Background: an optimization exercise with open tools, aiming at small area, a short achievable clock period and few clock cycles per item. Do not read the settings as production practice.
Only simulation tests tie the RTL to the original design; equivalence was not proved.

==> flow/design.v (outline; a module is shown in full before it is edited, if it fits) <==
// module requant_decode: 8 lines
// module requant_skl: 30 lines
// module requant_spdec: 15 lines
// module requant_stage_a: 48 lines
// module requant_stage_b: 27 lines
// module requant_stage_c: 64 lines
// module requant_stage_d: 51 lines
// module requant_mul_hi: 2971 lines
// module requant_mul_lo: 248 lines
// module requant_pack: 222 lines
module requant_pack
#(
  parameter int OUT_LANES = requant_pack_pkg::OUT_LANES
) (
  input  logic               clk,
  input  logic               reset,
  input  logic               cfg_we,
  input  logic [31:0]        cfg_multiplier,
  input  logic [5:0]         cfg_shift,
  input  logic [31:0]        cfg_out_offset,
  input  logic [7:0]         cfg_act_min,
  input  logic [7:0]         cfg_act_max,
  input  logic               in_valid,
  output logic               in_ready,
  input  logic [31:0]        in_acc,
  input  logic [31:0]        in_bias,
  input  logic               in_last,
  output logic               out_valid,
  input  logic               out_ready,
  output logic [8*OUT_LANES-1:0] out_data,
  output logic [OUT_LANES-1:0]   out_keep,
  output logic               busy
);
  // ...
==> flow/flow/run.sh <==
#!/bin/bash
# Layout flow: the standard ORFS layout (standard.sh) with two changes.
#  1. After the standard synthesis, fixinv.py removes inverters between full adders: a full
#     adder is self-dual, so an adder fed with complemented inputs gives complemented outputs;
#     choosing each adder's polarity lets most inverters go. Registers are not touched and the
#     logic function is unchanged. If the script fails, the standard netlist is kept.
#  2. The timing repair steps aim at a setup slack of SETUP_SLACK_MARGIN (flow/margin.txt) ns
#     at the design's clock period, so gates on the critical paths get sized for a shorter
#     achieved period.
# Each step's full output goes to a log file in the work folder.
set -euo pipefail
MARGIN=$(cat flow/margin.txt)
R=orfs/results/sky130hd/requant_pack/base
bash standard.sh synth > log_synth.txt 2>&1
cp $R/1_2_yosys.v 1_2_yosys_standard.v
if ! python3 flow/fixinv.py 1_2_yosys_standard.v 1_2_yosys_fixinv.v > log_fixinv.txt 2>&1; then
  cp 1_2_yosys_standard.v 1_2_yosys_fixinv.v
fi
cp 1_2_yosys_fixinv.v $R/1_2_yosys.v
bash standard.sh SETUP_SLACK_MARGIN=$MARGIN finish > log_layout.txt 2>&1
==> flow/flow/fixinv.py <==
#!/usr/bin/env python3
"""Remove inverters around full adders in a flat Yosys netlist of sky130hd cells.

A full adder is self-dual: FA(~a,~b,~c) = (~sum, ~cout). Each FA gets a polarity flag; an FA
with flag 1 is fed the complements of its logical inputs and its output nets carry the
complements of its logical outputs. The flags are chosen greedily to minimise the number of
nets that need an inverted copy; every inverter whose output is not a port is then removed
and one inverter per net that still needs an inverted copy is added. The logic function of
the netlist is unchanged and no register is touched.
usage: fixinv.py IN.v OUT.v"""
import re
import sys

OUTPINS = {"X", "Y", "Q", "Q_N", "COUT", "SUM", "HI", "LO"}
src, dst = sys.argv[1], sys.argv[2]
lines = open(src).read().split("\n")

# nets named in assign statements (aliases): cells touching them are left alone
def base(net):
    b = net.strip()
    if b.startswith("\\"):
        b = b[1:]
    return b.split("[")[0].split(" ")[0].strip()
assign_bases = set()
for l in lines:
    if re.match(r"\s*assign\b", l):
        for tok in re.findall(r"\\\S+|[A-Za-z_][A-Za-z0-9_$.]*", l[l.index("assign") + 6:]):
            assign_bases.add(base(tok))

# ports
ports = set()
for l in lines:
    m = re.match(r"\s*(input|output)\s+(\[[^\]]*\]\s*)?(\S+?)\s*;", l)
    if m:
        ports.add(m.group(3))

def is_port(net):
    base = net.strip()
    if base.startswith("\\"):
        base = base[1:]
    base = base.split("[")[0].strip()
    return base in ports

# instances
insts = []   # dict(type, name, pins: list[(pin, net)], start, end)
i = 0
start_re = re.compile(r"\s*(sky130_fd_sc_hd__\w+)\s+(\S+)\s*\($")
pin_re = re.compile(r"\s*\.(\w+)\((.*)\),?$")
while i < len(lines):
    m = start_re.match(lines[i])
    if m:
        j = i + 1
        pins = []
        while not lines[j].strip().startswith(");"):
            pm = pin_re.match(lines[j])
            assert pm, lines[j]
            pins.append((pm.group(1), pm.group(2)))
            j += 1
        insts.append(dict(type=m.group(1), name=m.group(2), pins=pins, start=i, end=j))
        i = j + 1
    else:
        i += 1

def isinv(t):
    return re.match(r"sky130_fd_sc_hd__(clk)?inv_\d+$", t) is not None

def isfa(t):
    return re.match(r"sky130_fd_sc_hd__fa_\d+$", t) is not None

driver = {}
for k, c in enumerate(insts):
    for p, n in c["pins"]:
        if p in OUTPINS:
            driver[n] = (k, p)

def touches_assign(c):
    return any(base(n) in assign_bases for p, n in c["pins"])

removable = set()
for k, c in enumerate(insts):
    if isinv(c["type"]):
        y = dict(c["pins"])["Y"]
        if not is_port(y) and not touches_assign(c):
            removable.add(k)

def root(net):
    par = 0
    seen = 0
    while net in driver and driver[net][0] in removable:
        net = dict(insts[driver[net][0]]["pins"])["A"]
        par ^= 1
        seen += 1
        assert seen < 1000
    return net, par

# loads: (inst, pin index, root net, parity)
loads = []
for k, c in enumerate(insts):
    if k in removable:
        continue
    for idx, (p, n) in enumerate(c["pins"]):
        if p in OUTPINS:
            continue
        r, par = root(n)
        loads.append((k, idx, r, par))

fa_ids = [k for k, c in enumerate(insts) if isfa(c["type"]) and not touches_assign(c)]
flag = {k: 0 for k in fa_ids}

fa_set = set(fa_ids)
def src_fa(r):
    d = driver.get(r)
    if d is not None and d[0] in fa_set:
        return d[0]
    return None

by_root = {}
for ld in loads:
    by_root.setdefault(ld[2], []).append(ld)
roots_of_fa = {k: set() for k in fa_ids}
for r, lds in by_root.items():
    s = src_fa(r)
    if s is not None:
        roots_of_fa[s].add(r)
    for (k, idx, rr, par) in lds:
        if k in flag:
            roots_of_fa[k].add(r)

def need(ld):
    k, idx, r, par = ld
    s = src_fa(r)
    return par ^ (flag[k] if k in flag else 0) ^ (flag[s] if s is not None else 0)

def cost_root(r):
    return 1 if any(need(ld) for ld in by_root[r]) else 0

def total():
    return sum(cost_root(r) for r in by_root)

before_inv = len(removable)
c0 = total()
improved = True
rounds = 0
while improved and rounds < 50:
    improved = False
    rounds += 1
    for k in fa_ids:
        rs = roots_of_fa[k]
        old = sum(cost_root(r) for r in rs)
        flag[k] ^= 1
        new = sum(cost_root(r) for r in rs)
        if new < old:
            improved = True
        else:
            flag[k] ^= 1
import random, math
rng = random.Random(1)
cur = total()
best = cur
bestflag = dict(flag)
T = 1.0
for it in range(200000):
    k = fa_ids[rng.randrange(len(fa_ids))]
    rs = roots_of_fa[k]
    old = sum(cost_root(r) for r in rs)
    flag[k] ^= 1
    new = sum(cost_root(r) for r in rs)
    d = new - old
    if d <= 0 or rng.random() < math.exp(-d / T):
        cur += d
        if cur < best:
            best = cur
            bestflag = dict(flag)
    else:
        flag[k] ^= 1
    T = max(0.05, 1.0 * (1 - it / 150000))
flag = bestflag
c1 = total()

# rewrite
newnet = {}
out = []
extra_wires = []
extra_cells = []
for r, lds in by_root.items():
    if any(need(ld) for ld in lds):
        nm = f"fixinv_n{len(newnet)}"
        newnet[r] = nm
        extra_wires.append(f"  wire {nm};")
        extra_cells += [f"  sky130_fd_sc_hd__inv_1 fixinv_{len(newnet)} (",
                        f"    .A({r}),", f"    .Y({nm})", "  );"]
pinsub = {}
for ld in loads:
    k, idx, r, par = ld
    pinsub[(k, idx)] = newnet[r] if need(ld) else r

skip = set()
for k in removable:
    for ln in range(insts[k]["start"], insts[k]["end"] + 1):
        skip.add(ln)
lineof = {}
for k, c in enumerate(insts):
    if k in removable:
        continue
    for idx in range(len(c["pins"])):
        lineof[c["start"] + 1 + idx] = (k, idx)

endmod = max(i for i, l in enumerate(lines) if l.strip() == "endmodule")
firstinst = min(c["start"] for c in insts)
for ln, l in enumerate(lines):
    if ln == firstinst:
        out += extra_wires
    if ln == endmod:
        out += extra_cells
    if ln in skip:
        continue
    if ln in lineof and lineof[ln] in pinsub:
        k, idx = lineof[ln]
        p, n = insts[k]["pins"][idx]
        comma = "," if l.rstrip().endswith(",") else ""
        l = f"    .{p}({pinsub[(k, idx)]}){comma}"
    out.append(l)
open(dst, "w").write("\n".join(out))
nflip = sum(flag.values())
print(f"fixinv: {len(fa_ids)} FA, {nflip} flipped; inverters {before_inv} removable -> {len(newnet)} added "
      f"(cost all-zero flags {c0}, after search {c1}, {rounds} rounds)")

==> flow/flow/margin.txt <==
8.5
==> flow/standard.sh <==
#!/bin/bash
# synth_recipe.tcl (not shown) runs the flow's synth.tcl, then flattens the netlist and writes it again
# the make line also repeats each setting of config.mk as NAME=value (left out here)
make -C /OpenROAD-flow-scripts/flow DESIGN_CONFIG=/design/flow/config.mk WORK_HOME=/design/flow/orfs CLKGATE_MAP_FILE= SYNTH_SCRIPT=/design/flow/synth_recipe.tcl "${@:-finish}"
==> flow/config.mk <==
export PLATFORM = sky130hd
export DESIGN_NAME = requant_pack
export DESIGN_NICKNAME = requant_pack
export VERILOG_FILES = /design/flow/design.v
export SDC_FILE = /design/flow/constraint.sdc
export NUM_CORES = 4
export LEC_CHECK = 0
export CAP_MARGIN = 20
export CORE_MARGIN = 2
export CORE_UTILIZATION = 70
export SLEW_MARGIN = 20
export SYNTH_HIERARCHICAL = 1
==> flow/constraint.sdc <==
create_clock -name core_clock -period 13.0 [get_ports {clk}]
set_input_delay 2.6000 -clock core_clock [delete_from_list [all_inputs] [get_ports {clk}]]
set_output_delay 2.6000 -clock core_clock [all_outputs]
set_load 0.01 [all_outputs]
==> flow_summary.json, run 1 <==
{
  "coreArea_um2": 70000,
  "crit_path_start_kind": "flop",
  "place_area_um2": 49700,
  "nonClockBufferCount": 415,
  "via_count": 41723,
  "antenna_found_initial": 7,
  "ant_nets": 0,
  "finalHoldViolations": 0,
  "max_freq_mhz": 206,
  "synth_area_per_cell_um2": 9.33,
  "drive_gt1_frac": 0.152,
  "largest_register_ffs": 180,
  "end_kind": "flop",
  "top_regs": "r_cs: 180 flops, r_t: 36 flops",
  "globalplace.congestion": 1.00,
  "status": "finished clean",
  "dr.max_layer_used": "met5",
  "io_pins": 195,
  "cts_root_buf": "clkbuf_16",
  "clk_latency_ns": 0.65,
  "hp-class": "flop to flop",
  "slowest_stage": "ha_1",
  "die_area_um2": 72800,
  "vias_per_cell": 6.86,
  "tightestPinTransition_ns": 1.15,
  "drc": 0,
  "grtUsageMet2": 0.684,
  "multi_input_area_um2": 36600,
  "clkbuf_count": 68,
  "met1Wirelength_um": 58600,
  "syn-cell-area_um2": 49500,
  "finalCriticalPeriod_ns": 4.85,
  "top_usage_layer": "met2",
  "port_buffers": 194
}
Testbench counts, summed over its fixed seeds: cycles 8,418, items 8,178.
==> module requant_stage_d, before the edit <==
module requant_stage_d (
  input  logic [35:0] i_t,
  input  logic [1:0]  i_e,           
  input  logic        i_rc1,
  input  logic        i_rc0,
  input  logic [31:0] i_off,
  input  logic [7:0]  i_min,
  input  logic [7:0]  i_max,
  output logic [7:0]  o_res
);
  logic [33:0] w_l1;
  logic [32:0] w_y;
  logic [31:0] w_x;
  logic        w_rc;
  logic [31:0] w_w;
  logic [31:0] w_c;          
  logic [31:0] w_p;
  logic        w_zero, w_ones, w_inRange;
  logic        w_ltMin, w_gtMax, w_minGtMax, w_top;
  logic [7:0]  w_resIn, w_resNeg;
  always_comb begin
    for (int j = 0; j < 34; j++) w_l1[j] = i_e[1] ? i_t[j + 2]  : i_t[j];
    for (int j = 0; j < 33; j++) w_y[j]  = i_e[0] ? w_l1[j + 1] : w_l1[j];
  end
  assign w_x  = w_y[32:1];
  assign w_rc = w_y[0] ? i_rc1 : i_rc0;
  requant_skl #(.N(32)) u_add (
    .a   (w_x),
    .b   (i_off),
    .cin (w_rc),
    .s   (w_w),
    .o_c (w_c)
  );
  assign w_p   = w_x ^ i_off;
  always_comb begin
    w_zero = (w_p[7] == w_c[7]);
    w_ones = (w_p[7] != w_c[7]);
    for (int i = 8; i < 32; i++) begin
      w_zero = w_zero && (w_p[i] == (w_x[i-1] | i_off[i-1]));
      w_ones = w_ones && (w_p[i] != (w_x[i-1] & i_off[i-1]));
    end
  end
  assign w_inRange  = w_zero || w_ones;
  assign w_ltMin    = $signed(w_w[7:0]) < $signed(i_min);
  assign w_gtMax    = $signed(w_w[7:0]) > $signed(i_max);
  assign w_minGtMax = $signed(i_min) > $signed(i_max);
  assign w_top      = w_ltMin ? w_minGtMax : w_gtMax;
  assign w_resIn    = w_top ? i_max : (w_ltMin ? i_min : w_w[7:0]);
  assign w_resNeg   = w_minGtMax ? i_max : i_min;
  assign o_res      = w_inRange ? w_resIn : (w_w[31] ? w_resNeg : i_max);
endmodule
==> module requant_pack, before the edit <==
module requant_pack
#(
  parameter int OUT_LANES = requant_pack_pkg::OUT_LANES
) (
  input  logic               clk,
  input  logic               reset,
  input  logic               cfg_we,
  input  logic [31:0]        cfg_multiplier,
  input  logic [5:0]         cfg_shift,
  input  logic [31:0]        cfg_out_offset,
  input  logic [7:0]         cfg_act_min,
  input  logic [7:0]         cfg_act_max,
  input  logic               in_valid,
  output logic               in_ready,
  input  logic [31:0]        in_acc,
  input  logic [31:0]        in_bias,
  input  logic               in_last,
  output logic               out_valid,
  input  logic               out_ready,
  output logic [8*OUT_LANES-1:0] out_data,
  output logic [OUT_LANES-1:0]   out_keep,
  output logic               busy
);
  logic [31:0] r_mult;
  logic [5:0]  r_e;           
  logic [3:0]  r_sp1h;        
  logic [7:0]  r_sp4h;        
  logic [3:0]  r_le1;         
  logic [7:0]  r_lt4;         
  logic [4:0]  w_cfgSp;
  logic [31:0] r_off;
  logic [7:0]  r_min;
  logic [7:0]  r_max;
  logic [1:0]  r_inLane;      
  logic [1:0]  r_words;       
  logic        r_busy;
  logic        w_accept;
  logic        w_deliver;
  assign in_ready  = !((r_inLane == 2'd0) && r_words[1]);
  assign w_accept  = in_valid && in_ready;
  assign busy      = r_busy;
  assign w_cfgSp = cfg_shift[5] ? 5'd0 : cfg_shift[4:0];
  always_ff @(posedge clk) begin
    if (!reset) begin
      r_sp1h  <= 4'b0001;
      r_sp4h  <= 8'b0000_0001;
      r_le1   <= 4'b1111;
      r_lt4   <= 8'b1111_1110;
      r_mult  <= requant_pack_pkg::RST_MULT;
      r_e     <= 6'd31 - requant_pack_pkg::RST_SHIFT;
      r_off   <= requant_pack_pkg::RST_OFF;
      r_min   <= requant_pack_pkg::RST_MIN;
      r_max   <= requant_pack_pkg::RST_MAX;
    end else if (cfg_we && !r_busy) begin
      r_sp1h  <= 4'b0001 << w_cfgSp[1:0];
      r_sp4h  <= 8'b0000_0001 << w_cfgSp[4:2];
      r_le1   <= 4'b1111 << w_cfgSp[1:0];
      r_lt4   <= 8'b1111_1110 << w_cfgSp[4:2];
      r_mult  <= cfg_multiplier;
      r_e     <= 6'd31 - cfg_shift;
      r_off   <= cfg_out_offset;
      r_min   <= cfg_act_min;
      r_max   <= cfg_act_max;
    end
  end
  logic        w_startWord;
  logic [1:0]  w_wordsNext;
  assign w_startWord = w_accept && (r_inLane == 2'd0);
  assign w_wordsNext = r_words + {1'b0, w_startWord} - {1'b0, w_deliver};
  always_ff @(posedge clk) begin
    if (!reset) begin
      r_inLane <= 2'd0;
      r_words  <= 2'd0;
      r_busy   <= 1'b0;
    end else begin
      if (w_accept) r_inLane <= in_last ? 2'd0 : r_inLane + 2'd1;
      r_words <= w_wordsNext;
      r_busy  <= (w_wordsNext != 2'd0);
    end
  end
  localparam int CSB = requant_pack_pkg::CS_BITS;
  logic [63:0]     w_stickyMask;
  logic [31:0]     w_s, r_s;
  logic            w_sign, r_sign;
  logic [31:0]     w_keepLow, w_signSel;
  logic [CSB-1:0]  w_cs, r_cs;
  logic            w_spec, r_specB;
  logic [35:0]     w_t, r_t;
  logic            w_rc1, r_rc1, w_rc0, r_rc0;
  logic [7:0]      w_res;
  logic            r_vA, r_lA, r_vB, r_lB;
  requant_decode u_dec (
    .i_e          (r_e),
    .o_stickyMask (w_stickyMask)
  );
  requant_spdec u_spdec (
    .i_sp1h    (r_sp1h),
    .i_sp4h    (r_sp4h),
    .i_le1     (r_le1),
    .i_lt4     (r_lt4),
    .o_keepLow (w_keepLow),
    .o_signSel (w_signSel)
  );
  requant_stage_a u_a (
    .i_acc     (in_acc),
    .i_bias    (in_bias),
    .i_keepLow (w_keepLow),
    .i_signSel (w_signSel),
    .o_s       (w_s),
    .o_sign    (w_sign)
  );
  requant_stage_b u_b (
    .i_s       (r_s),
    .i_sign    (r_sign),
    .i_mult    (r_mult),
    .i_keepLow (w_keepLow),
    .i_signSel (w_signSel),
    .o_cs      (w_cs),
    .o_spec    (w_spec)
  );
  requant_stage_c u_c (
    .i_cs         (r_cs),
    .i_spec       (r_specB),
    .i_e          (r_e),
    .i_stickyMask (w_stickyMask),
    .o_t          (w_t),
    .o_rc1        (w_rc1),
    .o_rc0        (w_rc0)
  );
  requant_stage_d u_d (
    .i_t     (r_t),
    .i_e     (r_e[1:0]),
    .i_rc1   (r_rc1),
    .i_rc0   (r_rc0),
    .i_off (r_off),
    .i_min (r_min),
    .i_max (r_max),
    .o_res (w_res)
  );
  always_ff @(posedge clk) begin
    r_s     <= w_s;
    r_sign  <= w_sign;
    r_cs    <= w_cs;
    r_specB <= w_spec;
    r_t     <= w_t;
    r_rc1   <= w_rc1;
    r_rc0   <= w_rc0;
  end
  logic r_vC, r_lC;
  always_ff @(posedge clk) begin
    if (!reset) begin
      r_vA <= 1'b0; r_vB <= 1'b0; r_vC <= 1'b0;
    end else begin
      r_vA <= w_accept; r_vB <= r_vA; r_vC <= r_vB;
    end
    r_lA <= in_last; r_lB <= r_lA; r_lC <= r_lB;
  end
  logic [1:0]  r_outLane;
  logic [31:0] r_p;
  logic [3:0]  r_pKeep;
  logic        r_pFull;
  logic [31:0] r_o;
  logic [3:0]  r_oKeep;
  logic        r_oValid;
  logic        w_oFree;
  logic        w_close;
  logic [31:0] w_word;
  logic [3:0]  w_keep;
  assign w_deliver = r_oValid && out_ready;
  assign w_oFree   = !r_oValid || out_ready;
  assign w_close   = r_lC || (r_outLane == 2'd3);
  always_comb begin
    for (int k = 0; k < 4; k++) begin
      if (k < int'(r_outLane)) begin
        w_word[8*k +: 8] = r_p[8*k +: 8];
        w_keep[k]        = 1'b1;
      end else if (k == int'(r_outLane)) begin
        w_word[8*k +: 8] = w_res;
        w_keep[k]        = 1'b1;
      end else begin
        w_word[8*k +: 8] = 8'd0;
        w_keep[k]        = 1'b0;
      end
    end
  end
  always_ff @(posedge clk) begin
    if (!reset) begin
      r_outLane <= 2'd0;
      r_pFull   <= 1'b0;
      r_oValid  <= 1'b0;
    end else begin
      if (r_vC) r_outLane <= w_close ? 2'd0 : r_outLane + 2'd1;
      if (r_pFull) begin
        if (w_oFree) begin
          r_oValid <= 1'b1;
          r_pFull  <= 1'b0;
        end
      end else if (r_vC && w_close) begin
        if (w_oFree) r_oValid <= 1'b1;
        else         r_pFull  <= 1'b1;
      end else if (out_ready) begin
        r_oValid <= 1'b0;
      end
    end
    if (r_pFull) begin
      if (w_oFree) begin
        r_o     <= r_p;
        r_oKeep <= r_pKeep;
      end
    end else if (r_vC && w_close && w_oFree) begin
      r_o     <= w_word;
      r_oKeep <= w_keep;
    end
    if (r_vC && !(w_close && w_oFree && !r_pFull)) begin
      r_p     <= w_word;
      r_pKeep <= w_keep;
    end
  end
  assign out_valid = r_oValid;
  assign out_data  = r_o;
  assign out_keep  = r_oKeep;
endmodule
==> run 2, diff against run 1 <==
--- a/flow/design.v
+++ b/flow/design.v
@@ -207,7 +207,12 @@
   input  logic [31:0] i_off,
   input  logic [7:0]  i_min,
   input  logic [7:0]  i_max,
-  output logic [7:0]  o_res
+  input  logic [3:0]  i_selO,        
+  input  logic [31:0] i_othO,        
+  input  logic [3:0]  i_selP,        
+  input  logic [31:0] i_othP,
+  output logic [31:0] o_wordO,
+  output logic [31:0] o_wordP
 );
   logic [33:0] w_l1;
   logic [32:0] w_y;
@@ -217,8 +222,10 @@
   logic [31:0] w_c;          
   logic [31:0] w_p;
   logic        w_zero, w_ones, w_inRange;
+  logic [8:0]  w_nmin, w_nmax;
+  logic [8:0]  w_sLo, w_cLo, w_sHi, w_cHi, w_dLo, w_dHi, w_cdLo, w_cdHi;
   logic        w_ltMin, w_gtMax, w_minGtMax, w_top;
-  logic [7:0]  w_resIn, w_resNeg;
+  logic [7:0]  w_resIn, w_resNeg, w_res;
   always_comb begin
     for (int j = 0; j < 34; j++) w_l1[j] = i_e[1] ? i_t[j + 2]  : i_t[j];
     for (int j = 0; j < 33; j++) w_y[j]  = i_e[0] ? w_l1[j + 1] : w_l1[j];
@@ -241,14 +248,40 @@
       w_ones = w_ones && (w_p[i] != (w_x[i-1] & i_off[i-1]));
     end
   end
-  assign w_inRange  = w_zero || w_ones;
-  assign w_ltMin    = $signed(w_w[7:0]) < $signed(i_min);
-  assign w_gtMax    = $signed(w_w[7:0]) > $signed(i_max);
+  assign w_inRange = w_zero || w_ones;
+  assign w_nmin = ~{i_min[7], i_min};
+  assign w_nmax = ~{i_max[7], i_max};
+  assign w_sLo  = w_x[8:0] ^ i_off[8:0] ^ w_nmin;
+  assign w_cLo  = (w_x[8:0] & i_off[8:0]) | (w_x[8:0] & w_nmin) | (i_off[8:0] & w_nmin);
+  assign w_sHi  = w_x[8:0] ^ i_off[8:0] ^ w_nmax;
+  assign w_cHi  = (w_x[8:0] & i_off[8:0]) | (w_x[8:0] & w_nmax) | (i_off[8:0] & w_nmax);
+  requant_skl #(.N(9)) u_lo (
+    .a   (w_sLo),
+    .b   ({w_cLo[7:0], w_rc}),
+    .cin (1'b1),
+    .s   (w_dLo),
+    .o_c (w_cdLo)
+  );
+  requant_skl #(.N(9)) u_hi (
+    .a   (w_sHi),
+    .b   ({w_cHi[7:0], w_rc}),
+    .cin (1'b0),
+    .s   (w_dHi),
+    .o_c (w_cdHi)
+  );
+  assign w_ltMin    = w_dLo[8];
+  assign w_gtMax    = !w_dHi[8];
   assign w_minGtMax = $signed(i_min) > $signed(i_max);
   assign w_top      = w_ltMin ? w_minGtMax : w_gtMax;
   assign w_resIn    = w_top ? i_max : (w_ltMin ? i_min : w_w[7:0]);
   assign w_resNeg   = w_minGtMax ? i_max : i_min;
-  assign o_res      = w_inRange ? w_resIn : (w_w[31] ? w_resNeg : i_max);
+  assign w_res      = w_inRange ? w_resIn : (w_w[31] ? w_resNeg : i_max);
+  always_comb begin
+    for (int k = 0; k < 4; k++) begin
+      o_wordO[8*k +: 8] = i_selO[k] ? w_res : i_othO[8*k +: 8];
+      o_wordP[8*k +: 8] = i_selP[k] ? w_res : i_othP[8*k +: 8];
+    end
+  end
 endmodule
 module requant_mul_hi (
   input  logic [31:0] x,
@@ -3558,7 +3591,6 @@
   logic            w_spec, r_specB;
   logic [35:0]     w_t, r_t;
   logic            w_rc1, r_rc1, w_rc0, r_rc0;
-  logic [7:0]      w_res;
   logic            r_vA, r_lA, r_vB, r_lB;
   requant_decode u_dec (
     .i_e          (r_e),
@@ -3598,15 +3630,22 @@
     .o_rc1        (w_rc1),
     .o_rc0        (w_rc0)
   );
+  logic [3:0]  w_selO, w_selP;
+  logic [31:0] w_othO, w_othP, w_wordO, w_wordP;
   requant_stage_d u_d (
     .i_t     (r_t),
     .i_e     (r_e[1:0]),
     .i_rc1   (r_rc1),
     .i_rc0   (r_rc0),
-    .i_off (r_off),
-    .i_min (r_min),
-    .i_max (r_max),
-    .o_res (w_res)
+    .i_off   (r_off),
+    .i_min   (r_min),
+    .i_max   (r_max),
+    .i_selO  (w_selO),
+    .i_othO  (w_othO),
+    .i_selP  (w_selP),
+    .i_othP  (w_othP),
+    .o_wordO (w_wordO),
+    .o_wordP (w_wordP)
   );
   always_ff @(posedge clk) begin
     r_s     <= w_s;
@@ -3635,23 +3674,17 @@
   logic        r_oValid;
   logic        w_oFree;
   logic        w_close;
-  logic [31:0] w_word;
   logic [3:0]  w_keep;
   assign w_deliver = r_oValid && out_ready;
   assign w_oFree   = !r_oValid || out_ready;
   assign w_close   = r_lC || (r_outLane == 2'd3);
   always_comb begin
     for (int k = 0; k < 4; k++) begin
-      if (k < int'(r_outLane)) begin
-        w_word[8*k +: 8] = r_p[8*k +: 8];
-        w_keep[k]        = 1'b1;
-      end else if (k == int'(r_outLane)) begin
-        w_word[8*k +: 8] = w_res;
-        w_keep[k]        = 1'b1;
-      end else begin
-        w_word[8*k +: 8] = 8'd0;
-        w_keep[k]        = 1'b0;
-      end
+      w_keep[k]          = (k <= int'(r_outLane));
+      w_selP[k]          = (k == int'(r_outLane));
+      w_othP[8*k +: 8]   = (k < int'(r_outLane)) ? r_p[8*k +: 8] : 8'd0;
+      w_selO[k]          = !r_pFull && (k == int'(r_outLane));
+      w_othO[8*k +: 8]   = (r_pFull || k < int'(r_outLane)) ? r_p[8*k +: 8] : 8'd0;
     end
   end
   always_ff @(posedge clk) begin
@@ -3673,17 +3706,12 @@
         r_oValid <= 1'b0;
       end
     end
-    if (r_pFull) begin
-      if (w_oFree) begin
-        r_o     <= r_p;
-        r_oKeep <= r_pKeep;
-      end
-    end else if (r_vC && w_close && w_oFree) begin
-      r_o     <= w_word;
-      r_oKeep <= w_keep;
+    if (r_pFull ? w_oFree : (r_vC && w_close && w_oFree)) begin
+      r_o     <= w_wordO;
+      r_oKeep <= r_pFull ? r_pKeep : w_keep;
     end
     if (r_vC && !(w_close && w_oFree && !r_pFull)) begin
-      r_p     <= w_word;
+      r_p     <= w_wordP;
       r_pKeep <= w_keep;
     end
   end
==> run 2 against run 1 <==
Effect of this change:
- cell count rose by 2.0%
- critical path type unchanged
- flip-flop and latch count down 1
- synthesized cell count grew 2.6%
- setup slack better by 0.12 ns
- still clean on timing, DRC and antenna
- via count is 2.6% higher
- largest cell class unchanged
- register-to-register slack better by 0.12 ns
- final area is 1.2% higher
- synthesized area is 2.1% higher
- core utilization shrank 0.67 points
- highest routed layer unchanged
==> flow_summary.json, run 2 <==
{
  "path_class": "flop to flop",
  "crit_path_start_kind": "flop",
  "antenna_found_initial": 2,
  "skew_ns": 0.0235,
  "chipHeight_um": 273,
  "cts_buffers": 52,
  "area_growth_pct": 10.1,
  "cp_max_fo": 5,
  "r2r_cells": 15,
  "worstPathRequired_ns": 13.57,
  "htree_levels": 2,
  "vias_per_cell": 6.91,
  "clk_latency_ns": 0.65,
  "layout_common_cells": "495 x a22oi_1, 428 x fa_1, 379 x nand2_1",
  "crit_chain": "fa_1 -> ha_4 -> nand4_1 -> nor2_2 -> nand3_2 -> a31o_4 -> a2111o_1 -> a21o_4 -> and2_4 -> a311o_2 -> mux4_2 -> nor2b_4 -> a31o_4 -> mux2i_4 -> xnor2_1",
  "finalWirelength_um": 174000,
  "wl_per_cell_um": 28.1,
  "fillers": 4821,
  "top_regs": "r_cs: 180 flops, r_t: 36 flops",
  "die_area_um2": 74300,
  "ant_nets": 0,
  "post-route-period-util": 0.364,
  "cts.sinks": 443,
  "timing.slew.headroom": 0.229,
  "synthCells": 5440,
  "cts_root_buf": "clkbuf_16",
  "multi_input_area_um2": 37300,
  "worst_ep_arrival_time_ns": 5.31,
  "via_count": 42822,
  "overflow": 0,
  "r2r_end": "r_t[22]$_DFF_P_",
  "grt_pass1_vias": 42788,
  "die_x_um": 273,
  "synth_area_per_cell_um2": 9.29,
  "grt_start_max_net_pins": 119,
  "port_buffers": 193,
  "start_util": 0.707,
  "finalHoldViolations": 0,
  "drc": 0,
  "finalMaxSlewViolations": 0,
  "regArea_um2": 9630,
  "postCtsHoldBufs": 0,
  "coreArea_um2": 71500,
  "maxCapViolCount": 0,
  "largest_register": "r_cs",
  "antenna_cells": 0,
  "clk_pin_slew_worst_paths_ns": 0.07,
  "end_kind": "flop",
  "slowest_stage": "fa_1",
  "core.rowCount": 98,
  "drtIter0Drc": 6211,
  "final_common_cell": "a22oi_1",
  "endpoint": "r_t[22]$_DFF_P_",
  "grt_setup_unrepaired": "yes",
  "cts_tree": "built",
  "hp-class": "flop to flop",
  "regToRegStartpoint": "r_cs[35]$_DFF_P_",
  "globalplace.congestion": 0.965,
  "finalCriticalPeriod_ns": 4.73,
  "worst_slack_ns": 8.27,
  "tightestPinTransition_ns": 1.15,
  "max_freq_mhz": 211,
  "detail_route.first_pass.iterations": 11,
  "crit_top_cell": "a31o_4",
  "drive_gt1_frac": 0.142,
  "largest_register_ffs": 180,
  "finalSetupViolCount": 0,
  "cts.path.max_buffers": 3,
  "pre_cts_ws_ns": 7.05,
  "io_pins": 195,
  "critPathLaunch": "r_cs[35]$_DFF_P_",
  "critPathMaxStageDelay_ns": 0.52,
  "yosysWarnings": 22,
  "grt_pass1_wl_um": 256000,
  "syn-cell-area_um2": 50500,
  "track_usage": 0.453,
  "status": "finished clean",
  "reg2reg_slack_ns": 8.27,
  "nets": 6104,
  "setup-tns-final_ns": 0,
  "place_hpwl_um": 112000
}
[run 2: area by class of cell]
type                    instances  share of cell area
flip-flops and latches        443               0.173
inverters                     370              0.0251
clock inverters                27             0.00654
repair inverters                1           0.0000900
well taps                     950              0.0214
clock buffers                  70              0.0274
repair buffers                395              0.0753
multi-input cells            3944               0.671
[run 2: worst min-delay path by stage]
stage                       from           end  slack (ns)  cells past startpoint
floorplan           r_lA$_DFF_P_  r_lB$_DFF_P_        0.31                      0
global placement    r_lA$_DFF_P_  r_lB$_DFF_P_        0.31                      0
detailed placement  r_lA$_DFF_P_  r_lB$_DFF_P_        0.31                      0
CTS                 r_lA$_DFF_P_  r_lB$_DFF_P_        0.32                      0
global route        r_lA$_DFF_P_  r_lB$_DFF_P_        0.33                      0
finish              r_lA$_DFF_P_  r_lB$_DFF_P_        0.32                      0
[run 2: metal layers]
metal  wire (um)  up-vias  share of wire  global-route usage
met5          27        -        0.00016                   0
met4       14300        4          0.082               0.273
met3       24300     1104           0.14               0.150
met2       74900     3397           0.43               0.694
met1       60400    20453           0.35               0.555
li1            -    17864              -                   -
[run 2: worst max-delay path, delay by kind of cell, from the launching register on]
family          cells  cell delay (ns)
compound gates      5             1.74
simple gates        5             0.91
fa+ha+maj           2             0.84
mux                 2             0.70
flops               1             0.32
xor+xnor            1             0.13
[run 2: stage by stage]
step	area (um2)	util	hold WS, ns	instances
finish	55600	0.778	0.322	6200
CTS	54000	0.756	0.322	6151
global placement	50700	0.709	0.312	6001
floorplan	50700	-	0.310	5488
detailed placement	50700	0.709	0.312	6001
global route	55600	0.778	0.327	6200
[run 2: timing repair]
item / 4_1_cts / 5_1_grt
setup endpoints to repair: 139 / 139
resized for setup: 196 / 251
gates cloned: 4 / 5
buffers inserted: 49 / 44
pin swaps: 47 / 55
Testbench counts of run 2, summed over its fixed seeds: cycles 8,418, items 8,178.
==> module requant_stage_c, before the edit <==
module requant_stage_c (
  input  logic [requant_pack_pkg::CS_BITS-1:0] i_cs,
  input  logic        i_spec,
  input  logic [5:0]  i_e,           
  input  logic [63:0] i_stickyMask,
  output logic [35:0] o_t,
  output logic        o_rc1,
  output logic        o_rc0
);
  logic        w_shNeg;
  logic [5:0]  w_e;
  logic [63:0] w_pa, w_pb;
  logic [63:0] w_q;
  logic [96:0] w_l0;
  logic [63:0] w_l5;
  logic [47:0] w_l4;
  logic [39:0] w_l3;
  logic [35:0] w_l2;
  logic        w_sticky, w_ones, w_r, w_ylt0, w_kill, w_ovr;
  assign w_shNeg = i_e[5];
  assign w_e     = i_e;
  requant_mul_lo u_mul (
    .i_cs (i_cs),
    .p_a  (w_pa),
    .p_b  (w_pb)
  );
  logic [63:0] w_qc;
  requant_skl #(.N(64)) u_add (
    .a   (w_pa),
    .b   (w_pb),
    .cin (1'b0),
    .s   (w_q),
    .o_c (w_qc)
  );
  assign w_l0 = {{32{w_q[63]}}, w_q, 1'b0};
  always_comb begin
    for (int j = 0; j < 64; j++) w_l5[j] = w_e[5] ? w_l0[j + 32] : w_l0[j];
    for (int j = 0; j < 48; j++) w_l4[j] = w_e[4] ? w_l5[j + 16] : w_l5[j];
    for (int j = 0; j < 40; j++) w_l3[j] = w_e[3] ? w_l4[j + 8]  : w_l4[j];
    for (int j = 0; j < 36; j++) w_l2[j] = w_e[2] ? w_l3[j + 4]  : w_l3[j];
  end
  assign w_ovr = i_spec && !w_shNeg;
  assign o_t   = w_l2 ^ {36{w_ovr}};
  assign w_sticky = |(w_q & i_stickyMask);
  assign w_ones   = &(w_q | ~i_stickyMask);
  assign w_r      = w_q[30];
  assign w_ylt0   = w_q[63] && !((&w_q[63:31]) && w_r);
  assign w_kill   = i_spec && (!w_shNeg || i_e == 6'd63);
  always_comb begin
    if (w_kill) begin
      o_rc1 = 1'b0;
      o_rc0 = 1'b0;
    end else if (!w_shNeg || (w_ylt0 == w_r)) begin
      o_rc1 = 1'b1;
      o_rc0 = 1'b0;
    end else if (w_ylt0) begin
      o_rc1 = w_sticky;
      o_rc0 = 1'b0;
    end else begin
      o_rc1 = 1'b1;
      o_rc0 = w_ones;
    end
  end
endmodule
==> run 3, diff against run 2 <==
--- a/flow/design.v
+++ b/flow/design.v
@@ -139,6 +139,8 @@
   input  logic [requant_pack_pkg::CS_BITS-1:0] i_cs,
   input  logic        i_spec,
   input  logic [5:0]  i_e,           
+  input  logic [3:0]  i_eh,          
+  input  logic [3:0]  i_em,          
   input  logic [63:0] i_stickyMask,
   output logic [35:0] o_t,
   output logic        o_rc1,
@@ -149,10 +151,8 @@
   logic [63:0] w_pa, w_pb;
   logic [63:0] w_q;
   logic [96:0] w_l0;
-  logic [63:0] w_l5;
-  logic [47:0] w_l4;
-  logic [39:0] w_l3;
-  logic [35:0] w_l2;
+  logic [47:0] w_l4;           
+  logic [35:0] w_l2;           
   logic        w_sticky, w_ones, w_r, w_ylt0, w_kill, w_ovr;
   assign w_shNeg = i_e[5];
   assign w_e     = i_e;
@@ -171,13 +171,15 @@
   );
   assign w_l0 = {{32{w_q[63]}}, w_q, 1'b0};
   always_comb begin
-    for (int j = 0; j < 64; j++) w_l5[j] = w_e[5] ? w_l0[j + 32] : w_l0[j];
-    for (int j = 0; j < 48; j++) w_l4[j] = w_e[4] ? w_l5[j + 16] : w_l5[j];
-    for (int j = 0; j < 40; j++) w_l3[j] = w_e[3] ? w_l4[j + 8]  : w_l4[j];
-    for (int j = 0; j < 36; j++) w_l2[j] = w_e[2] ? w_l3[j + 4]  : w_l3[j];
+    for (int j = 0; j < 48; j++)
+      w_l4[j] = (i_eh[0] & w_l0[j])      | (i_eh[1] & w_l0[j + 16]) |
+                (i_eh[2] & w_l0[j + 32]) | (i_eh[3] & w_l0[j + 48]);
+    for (int j = 0; j < 36; j++)
+      w_l2[j] = (i_em[0] & w_l4[j])      | (i_em[1] & w_l4[j + 4]) |
+                (i_em[2] & w_l4[j + 8])  | (i_em[3] & w_l4[j + 12]);
   end
   assign w_ovr = i_spec && !w_shNeg;
-  assign o_t   = w_l2 ^ {36{w_ovr}};
+  assign o_t   = {w_l2[35:32] ^ {4{w_ovr}}, w_l2[31:0] | {32{w_ovr}}};
   assign w_sticky = |(w_q & i_stickyMask);
   assign w_ones   = &(w_q | ~i_stickyMask);
   assign w_r      = w_q[30];
@@ -201,7 +203,7 @@
 endmodule
 module requant_stage_d (
   input  logic [35:0] i_t,
-  input  logic [1:0]  i_e,           
+  input  logic [3:0]  i_el,          
   input  logic        i_rc1,
   input  logic        i_rc0,
   input  logic [31:0] i_off,
@@ -214,7 +216,6 @@
   output logic [31:0] o_wordO,
   output logic [31:0] o_wordP
 );
-  logic [33:0] w_l1;
   logic [32:0] w_y;
   logic [31:0] w_x;
   logic        w_rc;
@@ -227,8 +228,9 @@
   logic        w_ltMin, w_gtMax, w_minGtMax, w_top;
   logic [7:0]  w_resIn, w_resNeg, w_res;
   always_comb begin
-    for (int j = 0; j < 34; j++) w_l1[j] = i_e[1] ? i_t[j + 2]  : i_t[j];
-    for (int j = 0; j < 33; j++) w_y[j]  = i_e[0] ? w_l1[j + 1] : w_l1[j];
+    for (int j = 0; j < 33; j++)
+      w_y[j] = (i_el[0] & i_t[j])     | (i_el[1] & i_t[j + 1]) |
+               (i_el[2] & i_t[j + 2]) | (i_el[3] & i_t[j + 3]);
   end
   assign w_x  = w_y[32:1];
   assign w_rc = w_y[0] ? i_rc1 : i_rc0;
@@ -3527,6 +3529,10 @@
 );
   logic [31:0] r_mult;
   logic [5:0]  r_e;           
+  logic [3:0]  r_eh;          
+  logic [3:0]  r_em;          
+  logic [3:0]  r_el;          
+  logic [5:0]  w_cfgE;
   logic [3:0]  r_sp1h;        
   logic [7:0]  r_sp4h;        
   logic [3:0]  r_le1;         
@@ -3544,6 +3550,7 @@
   assign w_accept  = in_valid && in_ready;
   assign busy      = r_busy;
   assign w_cfgSp = cfg_shift[5] ? 5'd0 : cfg_shift[4:0];
+  assign w_cfgE  = 6'd31 - cfg_shift;
   always_ff @(posedge clk) begin
     if (!reset) begin
       r_sp1h  <= 4'b0001;
@@ -3552,6 +3559,9 @@
       r_lt4   <= 8'b1111_1110;
       r_mult  <= requant_pack_pkg::RST_MULT;
       r_e     <= 6'd31 - requant_pack_pkg::RST_SHIFT;
+      r_eh    <= 4'b0010;         
+      r_em    <= 4'b1000;
+      r_el    <= 4'b1000;
       r_off   <= requant_pack_pkg::RST_OFF;
       r_min   <= requant_pack_pkg::RST_MIN;
       r_max   <= requant_pack_pkg::RST_MAX;
@@ -3561,7 +3571,10 @@
       r_le1   <= 4'b1111 << w_cfgSp[1:0];
       r_lt4   <= 8'b1111_1110 << w_cfgSp[4:2];
       r_mult  <= cfg_multiplier;
-      r_e     <= 6'd31 - cfg_shift;
+      r_e     <= w_cfgE;
+      r_eh    <= 4'b0001 << w_cfgE[5:4];
+      r_em    <= 4'b0001 << w_cfgE[3:2];
+      r_el    <= 4'b0001 << w_cfgE[1:0];
       r_off   <= cfg_out_offset;
       r_min   <= cfg_act_min;
       r_max   <= cfg_act_max;
@@ -3625,6 +3638,8 @@
     .i_cs         (r_cs),
     .i_spec       (r_specB),
     .i_e          (r_e),
+    .i_eh         (r_eh),
+    .i_em         (r_em),
     .i_stickyMask (w_stickyMask),
     .o_t          (w_t),
     .o_rc1        (w_rc1),
@@ -3634,7 +3649,7 @@
   logic [31:0] w_othO, w_othP, w_wordO, w_wordP;
   requant_stage_d u_d (
     .i_t     (r_t),
-    .i_e     (r_e[1:0]),
+    .i_el    (r_el),
     .i_rc1   (r_rc1),
     .i_rc0   (r_rc0),
     .i_off   (r_off),
==> run 3 against run 2 <==
Effect of this change:
- still clean on timing, DRC and antenna
- maximum frequency down 0.19%
- final area down 0.87%
- wire length up 2.9%
- synthesized area down 0.77%
- critical path type unchanged
- critical endpoint is now r_rc0$_DFF_P_
- largest cell class unchanged
==> flow_summary.json, run 3 <==
{
  "drtIter0Drc": 7248,
  "top_regs": "r_cs: 180 flops, r_t: 36 flops",
  "synth_area_per_cell_um2": 9.06,
  "hp-class": "flop to flop",
  "core.rowCount": 98,
  "crit_path_start_kind": "flop",
  "finalHoldViolations": 0,
  "track_usage": 0.460,
  "worstPathRequired_ns": 13.54,
  "worst_hold_path.num_cells": 0,
  "antenna_found_initial": 1,
  "fin_hold_ws_ns": 0.324,
  "finalCriticalPeriod_ns": 4.74,
  "cts_buffers": 51,
  "skew_ns": 0.0561,
  "die_area_um2": 73800,
  "tightestPinTransition_ns": 1.30,
  "maxCapViolCount": 0,
  "worst_slack_ns": 8.26,
  "postCtsHoldBufs": 0,
  "start_util": 0.704,
  "overflow": 0,
  "timing.slew.headroom": 0.127,
  "hold_start": "r_lB$_DFF_P_",
  "max_freq_mhz": 211,
  "path_class": "flop to flop",
  "r2r_cells": 15,
  "critPathBufInv": 1,
  "status": "finished clean",
  "drive_gt1_frac": 0.115,
  "htree_levels": 2,
  "worst_ep_arrival_time_ns": 5.28,
  "finalMaxSlewViolations": 0,
  "syn-cell-area_um2": 50100,
  "post-route-period-util": 0.365,
  "regToRegStartpoint": "r_cs[112]$_DFF_P_",
  "end_kind": "flop",
  "nets": 6199,
  "critPathMaxStageDelay_ns": 0.61,
  "drc": 0,
  "grt_start_max_net_pins": 93,
  "synthCells": 5534,
  "grt_pass1_wl_um": 259000,
  "clk_pin_slew_worst_paths_ns": 0.07,
  "cp_max_fo": 6,
  "coreArea_um2": 71200,
  "io_pins": 195,
  "largest_register_ffs": 180,
  "area_growth_pct": 10.0,
  "place_area_um2": 50400,
  "layout_common_cells": "587 x a22oi_1, 434 x fa_1, 428 x inv_1",
  "cts_root_buf": "clkbuf_16",
  "ant_nets": 0,
  "pre_cts_ws_ns": 7.53,
  "setup-tns-final_ns": 0,
  "via_count": 44195,
  "largest_register": "r_cs",
  "cts.path.max_buffers": 3,
  "r2r_end": "r_rc0$_DFF_P_",
  "hold_path_end": "r_lC$_DFF_P_",
  "crit_family": "compound AO/OA/AOI/OAI gates",
  "cts.sinks": 455,
  "finalInstanceArea_um2": 55200,
  "vias_per_cell": 7.02,
  "cts_tree": "built",
  "grt_setup_unrepaired": "yes",
  "finalWirelength_um": 179000,
  "globalplace.congestion": 1.02,
  "yosysWarnings": 22,
  "grt_pass1_vias": 43200,
  "final_common_cell": "a22oi_1",
  "port_buffers": 193,
  "chipHeight_um": 272,
  "die_x_um": 272,
  "clk_latency_ns": 0.67,
  "detail_route.first_pass.iterations": 15,
  "wl_per_cell_um": 28.4,
  "slowest_stage": "fa_1",
  "crit_chain": "fa_1 -> ha_2 -> and3_1 -> a221oi_1 -> o21ai_1 -> a211o_1 -> a21oi_4 -> a21o_1 -> buf_4 -> o21bai_1 -> xnor2_2 -> nand4_1 -> nor4_1 -> a31oi_1 -> nor4_1",
  "finalSetupViolCount": 0,
  "crit_top_cell": "nor4_1",
  "reg2reg_slack_ns": 8.26,
  "place_hpwl_um": 113000
}
-- run 3: final cells by class --
| class | count | area, um2 |
|---|---|---|
| multi-input cells | 3955 | 36300 |
| fillers | 5015 | 16100 |
| flip-flops and latches | 455 | 9870 |
| repair buffers | 406 | 4360 |
| inverters | 433 | 1640 |
| clock buffers | 71 | 1420 |
| well taps | 950 | 1190 |
| clock inverters | 25 | 403 |
| diodes | 1 | 2.50 |
-- run 3: worst register-to-register path: stages, from the launching register on --
cell and delay (ns):
dfxtp_1 0.31, fa_1 0.61, ha_2 0.34, and3_1 0.22, a221oi_1 0.33, o21ai_1 0.22
a211o_1 0.34, a21oi_4 0.31, a21o_1 0.26, buf_4 0.16, o21bai_1 0.10, xnor2_2 0.38
nand4_1 0.14, nor4_1 0.41, a31oi_1 0.19, nor4_1 0.31
-- run 3: metal layers --
metal	global-route usage	share of wire	up-vias
met5	0.00770	0.00070	-
met3	0.144	0.14	1188
met1	0.564	0.34	21003
met2	0.696	0.42	3688
met4	0.309	0.091	6
li1	-	-	18310
-- run 3: worst max path at each step --
stage	from	to	slack (ns)	depth (start not counted)
2_1_floorplan	in_acc[2]	r_s[19]$_DFF_P_	8.43	10
3_3_place_gp	in_acc[17]	r_s[31]$_DFF_P_	7.58	10
3_5_place_dp	in_acc[17]	r_s[31]$_DFF_P_	7.53	10
4_1_cts	r_cs[110]$_DFF_P_	r_rc0$_DFF_P_	8.49	15
5_1_grt	r_cs[112]$_DFF_P_	r_rc0$_DFF_P_	8.16	15
6_report	r_cs[112]$_DFF_P_	r_rc0$_DFF_P_	8.26	15
-- run 3: what timing repair did --
action,4_1_cts,5_1_grt
endpoints found under the setup margin,160,202
buffers inserted,38,51
cloned,8,9
pin swaps,32,85
resized for setup,133,232
-- run 3: stage by stage --
stage / util / std cells
after floorplan: - / 5582
after global placement: 0.708 / 6093
after detailed placement: 0.708 / 6093
after CTS: 0.749 / 6235
after global routing: 0.774 / 6296
final: 0.774 / 6296
Testbench counts of run 3, summed over its fixed seeds: cycles 8,418, items 8,178.
==> run 4, diff against run 3 <==
--- a/flow/design.v
+++ b/flow/design.v
@@ -45,21 +45,6 @@
   assign o_c = {w_g[L][N-2:0] | (w_p[L][N-2:0] & {(N-1){cin}}), cin};
   assign s   = w_p0 ^ o_c;
 endmodule
-module requant_spdec (
-  input  logic [3:0]  i_sp1h,        
-  input  logic [7:0]  i_sp4h,        
-  input  logic [3:0]  i_le1,         
-  input  logic [7:0]  i_lt4,         
-  output logic [31:0] o_keepLow,
-  output logic [31:0] o_signSel
-);
-  always_comb begin
-    for (int j = 0; j < 32; j++) begin
-      o_signSel[j] = i_sp4h[(31 - j) / 4] && i_sp1h[(31 - j) % 4];
-      o_keepLow[j] = i_lt4[(31 - j) / 4] || (i_sp4h[(31 - j) / 4] && i_le1[(31 - j) % 4]);
-    end
-  end
-endmodule
 module requant_stage_a (
   input  logic [31:0] i_acc,
   input  logic [31:0] i_bias,
@@ -3533,10 +3518,7 @@
   logic [3:0]  r_em;          
   logic [3:0]  r_el;          
   logic [5:0]  w_cfgE;
-  logic [3:0]  r_sp1h;        
-  logic [7:0]  r_sp4h;        
-  logic [3:0]  r_le1;         
-  logic [7:0]  r_lt4;         
+  logic [31:0] r_keep;        
   logic [4:0]  w_cfgSp;
   logic [31:0] r_off;
   logic [7:0]  r_min;
@@ -3553,10 +3535,7 @@
   assign w_cfgE  = 6'd31 - cfg_shift;
   always_ff @(posedge clk) begin
     if (!reset) begin
-      r_sp1h  <= 4'b0001;
-      r_sp4h  <= 8'b0000_0001;
-      r_le1   <= 4'b1111;
-      r_lt4   <= 8'b1111_1110;
+      r_keep  <= '1;
       r_mult  <= requant_pack_pkg::RST_MULT;
       r_e     <= 6'd31 - requant_pack_pkg::RST_SHIFT;
       r_eh    <= 4'b0010;         
@@ -3566,10 +3545,7 @@
       r_min   <= requant_pack_pkg::RST_MIN;
       r_max   <= requant_pack_pkg::RST_MAX;
     end else if (cfg_we && !r_busy) begin
-      r_sp1h  <= 4'b0001 << w_cfgSp[1:0];
-      r_sp4h  <= 8'b0000_0001 << w_cfgSp[4:2];
-      r_le1   <= 4'b1111 << w_cfgSp[1:0];
-      r_lt4   <= 8'b1111_1110 << w_cfgSp[4:2];
+      r_keep  <= 32'hFFFF_FFFF >> w_cfgSp;
       r_mult  <= cfg_multiplier;
       r_e     <= w_cfgE;
       r_eh    <= 4'b0001 << w_cfgE[5:4];
@@ -3609,14 +3585,8 @@
     .i_e          (r_e),
     .o_stickyMask (w_stickyMask)
   );
-  requant_spdec u_spdec (
-    .i_sp1h    (r_sp1h),
-    .i_sp4h    (r_sp4h),
-    .i_le1     (r_le1),
-    .i_lt4     (r_lt4),
-    .o_keepLow (w_keepLow),
-    .o_signSel (w_signSel)
-  );
+  assign w_keepLow = r_keep;
+  assign w_signSel = r_keep & ~{1'b0, r_keep[31:1]};
   requant_stage_a u_a (
     .i_acc     (in_acc),
     .i_bias    (in_bias),
--- a/flow/flow/run.sh
+++ b/flow/flow/run.sh
@@ -1,5 +1,5 @@
 #!/bin/bash
-# Layout flow: the standard ORFS layout (standard.sh) with two changes.
+# Layout flow: the standard ORFS layout (standard.sh) with three changes.
 #  1. After the standard synthesis, fixinv.py removes inverters between full adders: a full
 #     adder is self-dual, so an adder fed with complemented inputs gives complemented outputs;
 #     choosing each adder's polarity lets most inverters go. Registers are not touched and the
@@ -7,6 +7,8 @@
 #  2. The timing repair steps aim at a setup slack of SETUP_SLACK_MARGIN (flow/margin.txt) ns
 #     at the design's clock period, so gates on the critical paths get sized for a shorter
 #     achieved period.
+#  3. Every input and output port still gets its own buffer (buffer_ports), but a plain
+#     sky130_fd_sc_hd__buf_1 instead of the delay buffer buffer_ports picks by default.
 # Each step's full output goes to a log file in the work folder.
 set -euo pipefail
 MARGIN=$(cat flow/margin.txt)
@@ -17,4 +19,4 @@
   cp 1_2_yosys_standard.v 1_2_yosys_fixinv.v
 fi
 cp 1_2_yosys_fixinv.v $R/1_2_yosys.v
-bash standard.sh SETUP_SLACK_MARGIN=$MARGIN finish > log_layout.txt 2>&1
+bash standard.sh SETUP_SLACK_MARGIN=$MARGIN "BUFFER_PORTS_ARGS=-buffer_cell sky130_fd_sc_hd__buf_1" finish > log_layout.txt 2>&1
==> run 4 against run 3 <==
Effect of this change:
- hold slack better by 0.012 ns
- via count up 1.7%
- sequential share of layout area up 0.50 points
- final area down 0.89%
- synthesized cell count up 0.67%
- non-clock buffer count up 21
==> flow_summary.json, run 4 <==
{
  "status": "finished clean",
  "vias_per_cell": 7.06,
  "setup-tns-final_ns": 0,
  "syn-cell-area_um2": 50500,
  "nets": 6259,
  "path_class": "flop to flop",
  "globalplace.congestion": 0.997,
  "max_freq_mhz": 209,
  "slowest_stage": "nor4_4",
  "drc": 0,
  "largest_register": "r_cs",
  "cts_buffers": 55,
  "place_hpwl_um": 115000,
  "grt_pass1_vias": 44208,
  "synthCells": 5571,
  "cts.path.max_buffers": 3,
  "largest_register_ffs": 180,
  "wl_per_cell_um": 28.6,
  "end_kind": "flop",
  "final_common_cell": "a22oi_1",
  "cts.sinks": 466,
  "drive_gt1_frac": 0.127,
  "port_buffers": 193,
  "chipHeight_um": 273,
  "skew_ns": 0.0505,
  "critPathMaxStageDelay_ns": 0.36,
  "io_pins": 195,
  "crit_path_start_kind": "flop",
  "cts_root_buf": "clkbuf_16",
  "hp-class": "flop to flop",
  "die_area_um2": 74300,
  "grt_pass1_wl_um": 263000,
  "tightestPinTransition_ns": 1.23,
  "cts_tree": "built",
  "finalWirelength_um": 182000,
  "coreArea_um2": 71500,
  "timing.slew.headroom": 0.174,
  "start_util": 0.706,
  "area_growth_pct": 8.30,
  "layout_common_cells": "590 x a22oi_1, 434 x inv_1, 434 x fa_1",
  "post-route-period-util": 0.368,
  "crit_chain": "buf_12 -> a22o_1 -> a221oi_2 -> mux2_4 -> a21oi_2 -> nand4b_1 -> nand2_2 -> a21o_1 -> a21o_1 -> a21o_1 -> xor2_2 -> nand4_1 -> nor4_4 -> a32oi_4 -> buf_12 -> buf_12 -> buf_4 -> buf_4 -> buf_4 -> a211oi_4 -> o21ai_0 -> o22ai_2",
  "finalMaxSlewViolations": 0,
  "worst_ep_arrival_time_ns": 5.31,
  "drtIter0Drc": 7300,
  "postCtsHoldBufs": 0,
  "fillers": 4988,
  "synth_area_per_cell_um2": 9.06,
  "worstPathRequired_ns": 13.52,
  "finalCriticalPeriod_ns": 4.79,
  "track_usage": 0.465,
  "clk_latency_ns": 0.68,
  "maxCapViolCount": 0,
  "overflow": 0,
  "htree_levels": 2,
  "via_count": 44937,
  "finalHoldViolations": 0,
  "critPathBufInv": 6,
  "finalSetupViolCount": 0,
  "clk_pin_slew_worst_paths_ns": 0.06,
  "grt_setup_unrepaired": "yes",
  "die_x_um": 273,
  "yosysWarnings": 21,
  "antenna_found_initial": 6,
  "top_regs": "r_cs: 180 flops, r_t: 36 flops",
  "final_core_util": 0.765,
  "cp_max_fo": 8,
  "grt_start_max_net_pins": 94,
  "ant_nets": 0,
  "core.rowCount": 98,
  "crit_family": "compound AO/OA/AOI/OAI gates",
  "detail_route.first_pass.iterations": 14
}
run 4: metal layers:
metal	global-route usage	vias up	wire length (um)
met5	0.00385	-	70
met4	0.310	7	16400
met3	0.156	1242	26000
met2	0.725	3742	78500
met1	0.547	21400	61000
li1	-	18546	-
run 4: cell type report:
type,count,area (um2),area share
tap,950,1190,0.0217
inverter,437,1650,0.0301
clock buffer,79,1610,0.0295
sequential,466,10100,0.184
multi-input combinational,3975,36500,0.668
timing repair buffer,427,3300,0.0603
clock inverter,24,344,0.00629
antenna,8,20.0,0.000366
run 4: what timing repair did:
item	in CTS	in global routing
gates cloned	8	7
pin swaps	59	98
gates resized for setup	189	167
hold endpoints to repair	0	0
endpoints found under the setup margin	144	130
buffers inserted	59	47
run 4: path summary, 6_finish.rpt:
kind	startpoint	to	slack, ns	cells past startpoint
worst max-delay path	r_el[1]$_SDFFE_PN0P_	r_o[13]$_DFFE_PP_	8.21	22
worst min-delay path	r_lB$_DFF_P_	r_lC$_DFF_P_	0.34	0
worst max register to register	r_el[1]$_SDFFE_PN0P_	r_o[13]$_DFFE_PP_	8.21	22
worst min register to register	r_lB$_DFF_P_	r_lC$_DFF_P_	0.34	0
run 4: stage by stage:
| stage | setup WS (ns) | std cells | cell area (um2) | hold slack (ns) |
|---|---|---|---|---|
| 5_1_grt | 8.06 | 6364 | 54700 | 0.343 |
| 3_3_place_gp | 7.89 | 6134 | 49500 | 0.311 |
| 2_1_floorplan | 8.44 | 5618 | 50600 | 0.310 |
| 3_5_place_dp | 7.83 | 6134 | 49500 | 0.328 |
| 6_report | 8.21 | 6366 | 54700 | 0.335 |
| 4_1_cts | 8.44 | 6304 | 53100 | 0.342 |
run 4: worst reg2reg max path, cell delays in order (launching register included):
cell      delay (ns)
dfxtp_2         0.33
buf_12          0.13
a22o_1          0.21
a221oi_2        0.26
mux2_4          0.35
a21oi_2         0.16
nand4b_1        0.17
nand2_2         0.10
a21o_1          0.20
a21o_1          0.18
a21o_1          0.20
xor2_2          0.23
nand4_1         0.18
nor4_4          0.36
a32oi_4         0.16
buf_12          0.16
buf_12          0.13
buf_4           0.14
buf_4           0.13
buf_4           0.14
a211oi_4        0.30
o21ai_0         0.22
o22ai_2         0.19
Testbench counts of run 4, summed over its fixed seeds: cycles 8,418, items 8,178.
==> run 5, diff against run 4 <==
--- a/flow/design.v
+++ b/flow/design.v
@@ -165,10 +165,23 @@
   end
   assign w_ovr = i_spec && !w_shNeg;
   assign o_t   = {w_l2[35:32] ^ {4{w_ovr}}, w_l2[31:0] | {32{w_ovr}}};
-  assign w_sticky = |(w_q & i_stickyMask);
-  assign w_ones   = &(w_q | ~i_stickyMask);
-  assign w_r      = w_q[30];
-  assign w_ylt0   = w_q[63] && !((&w_q[63:31]) && w_r);
+  logic [63:0] w_pp;
+  logic [63:31] w_zt, w_ot;      
+  logic        w_ones3163;
+  assign w_pp = w_pa ^ w_pb;
+  always_comb begin
+    w_zt[31] = (w_pp[31] == w_qc[31]);
+    w_ot[31] = (w_pp[31] != w_qc[31]);
+    for (int i = 32; i < 64; i++) begin
+      w_zt[i] = (w_pp[i] == (w_pa[i-1] | w_pb[i-1]));
+      w_ot[i] = (w_pp[i] != (w_pa[i-1] & w_pb[i-1]));
+    end
+  end
+  assign w_sticky   = !(&(w_zt | ~i_stickyMask[63:31]));
+  assign w_ones     = &(w_ot | ~i_stickyMask[63:31]);
+  assign w_ones3163 = &w_ot;
+  assign w_r        = w_q[30];
+  assign w_ylt0     = w_q[63] && !(w_ones3163 && w_r);
   assign w_kill   = i_spec && (!w_shNeg || i_e == 6'd63);
   always_comb begin
     if (w_kill) begin
==> run 5 against run 4 <==
Effect of this change:
- critical path type unchanged
- flip-flop and latch count did not move
- first-iteration DRC count fell by 18%
==> flow_summary.json, run 5 <==
{
  "status": "finished clean",
  "port_buffers": 193,
  "regArea_um2": 10000,
  "fillers": 5341,
  "drc": 0,
  "area_growth_pct": 5.14,
  "start_util": 0.704,
  "finalHoldViolations": 0,
  "grt_setup_unrepaired": "yes",
  "syn-cell-area_um2": 51200,
  "worstPathRequired_ns": 13.54,
  "max_freq_mhz": 224,
  "grt_pass1_wl_um": 251000,
  "multi_input_area_um2": 36500,
  "clk_latency_ns": 0.66,
  "finalSetupViolCount": 0,
  "skew_ns": 0.0583,
  "largest_register": "r_cs",
  "hp-class": "flop to flop",
  "r2r_end": "r_cs[86]$_DFF_P_",
  "hold_path_end": "r_lB$_DFF_P_",
  "grt_start_max_net_pins": 74,
  "via_count": 43185,
  "htree_levels": 2,
  "core.rowCount": 99,
  "final_common_cell": "a22oi_1",
  "clk_pin_slew_worst_paths_ns": 0.06,
  "regToRegStartpoint": "r_sign$_DFF_P_",
  "synth_area_per_cell_um2": 9.09,
  "place_hpwl_um": 113000,
  "chipHeight_um": 274,
  "top_regs": "r_cs: 180 flops, r_t: 36 flops",
  "reg2reg_slack_ns": 8.53,
  "vias_per_cell": 6.81,
  "worst_hold_path.num_cells": 0,
  "overflow": 0,
  "post-route-period-util": 0.344,
  "coreArea_um2": 72700,
  "nets": 6301,
  "io_pins": 195,
  "maxCapViolCount": 0,
  "place_area_um2": 50400,
  "finalCriticalPeriod_ns": 4.47,
  "drive_gt1_frac": 0.0886,
  "track_usage": 0.439,
  "globalplace.congestion": 1.03,
  "antenna_found_initial": 1,
  "path_class": "flop to flop",
  "cp_max_fo": 32,
  "setup-tns-final_ns": 0,
  "drtIter0Drc": 5961,
  "end_kind": "flop",
  "cts_tree": "built",
  "timing.slew.headroom": 0.190,
  "tightestPinTransition_ns": 1.21,
  "finalWirelength_um": 169000,
  "die_area_um2": 75300,
  "cts_buffers": 56,
  "cts_root_buf": "clkbuf_16",
  "layout_common_cells": "603 x a22oi_1, 448 x inv_1, 431 x nand2_1",
  "worst_ep_arrival_time_ns": 5.01,
  "die_x_um": 274,
  "finalMaxSlewViolations": 0,
  "wl_per_cell_um": 26.7,
  "yosysWarnings": 21,
  "largest_register_ffs": 180,
  "hold_start": "r_lA$_DFF_P_",
  "r2r_cells": 12,
  "synthCells": 5632,
  "cts.path.max_buffers": 3,
  "detail_route.first_pass.iterations": 14,
  "crit_path_start_kind": "flop",
  "antenna_cells": 0,
  "ant_nets": 0,
  "cts.sinks": 466,
  "finalInstanceArea_um2": 53800,
  "grt_pass1_vias": 42890
}
## run 5: worst max path at each step
stage / start / end / slack (ns)
2_1_floorplan: in_acc[2] / r_s[19]$_DFF_P_ / 8.43
3_3_place_gp: r_el[0]$_SDFFE_PN0P_ / r_o[21]$_DFFE_PP_ / 7.88
3_5_place_dp: r_el[0]$_SDFFE_PN0P_ / r_o[23]$_DFFE_PP_ / 7.72
4_1_cts: r_el[3]$_SDFFE_PN1P_ / r_o[23]$_DFFE_PP_ / 8.47
5_1_grt: r_cs[22]$_DFF_P_ / r_t[30]$_DFF_P_ / 8.48
6_report: r_sign$_DFF_P_ / r_cs[86]$_DFF_P_ / 8.53
## run 5: through the flow
step	setup slack (ns)	hold WS, ns	util	cells
finish	8.53	0.329	0.740	6344
global route	8.48	0.337	0.740	6344
CTS	8.47	0.326	0.725	6314
detailed placement	7.72	0.312	0.693	6189
global placement	7.88	0.312	0.693	6189
floorplan	8.43	0.310	-	5648
## run 5: worst max-delay path: stages (launching register included)
cell	delay [ns]
dfxtp_1	0.41
clkinv_1	0.14
buf_12	0.22
o21ai_2	0.30
buf_12	0.28
a22oi_1	0.15
xor2_1	0.20
fa_1	0.53
inv_1	0.07
fa_1	0.47
fa_1	0.53
fa_1	0.52
fa_1	0.47
## run 5: layer usage
layer | up-vias | wire length, um | share of wire | global-route usage
li1 | 18522 | - | - | -
met1 | 20512 | 59400 | 0.35 | 0.513
met2 | 3205 | 74400 | 0.44 | 0.694
met3 | 941 | 21900 | 0.13 | 0.146
met4 | 5 | 13500 | 0.080 | 0.277
met5 | - | 161 | 0.00095 | 0.0154
## run 5: layout make-up
class	count	area share
Clock buffer	76	0.0296
Clock inverter	27	0.00693
Inverter	450	0.0315
Multi-Input combinational cell	4023	0.679
Sequential cell	466	0.187
Tap cell	959	0.0223
Timing Repair Buffer	343	0.0442
## run 5: timing repair
action,CTS,global route
buffers inserted,20,22
cloned,2,8
pin swaps,12,32
hold buffers,0,0
endpoints found under the setup margin,130,131
gates resized for setup,53,160
Testbench counts of run 5, summed over its fixed seeds: cycles 8,418, items 8,178.

[static timing again, ports no longer ideal]
Ports are ideal in the flow. The routed layouts listed here were re-timed in OpenROAD.
Step 1 assumes that a clkbuf_16 drives the clock port and a buf_2 every other input.
Step 2 also shifts input and output timing later by t, the mid clock arrival at the registers, as if the neighbouring blocks saw the same clock.
a / b / c = ideal / step 1 / step 2; a / b = the first two.
run | t, ns | slack for setup (ns) | worst setup path after step 2 | worst slew at a driven data input, ns
run 1 | 0.698 | 8.147 / 8.147 / 7.881 | input to register | 0.11
run 2 | 0.710 | 8.268 / 8.268 / 7.896 | input to register | 0.06
run 3 | 0.718 | 8.259 / 8.259 / 7.847 | input to register | 0.05
run 4 | 0.729 | 8.212 / 8.212 / 8.019 | input to register | 0.13
run 5 | 0.704 | 8.526 / 8.526 / 7.977 | input to register | 0.05
After both steps setup and hold are still met in every run listed. The setup slack of run 5, which loses most, moves by 0.000 ns with the drivers and by -0.549 ns with both steps.
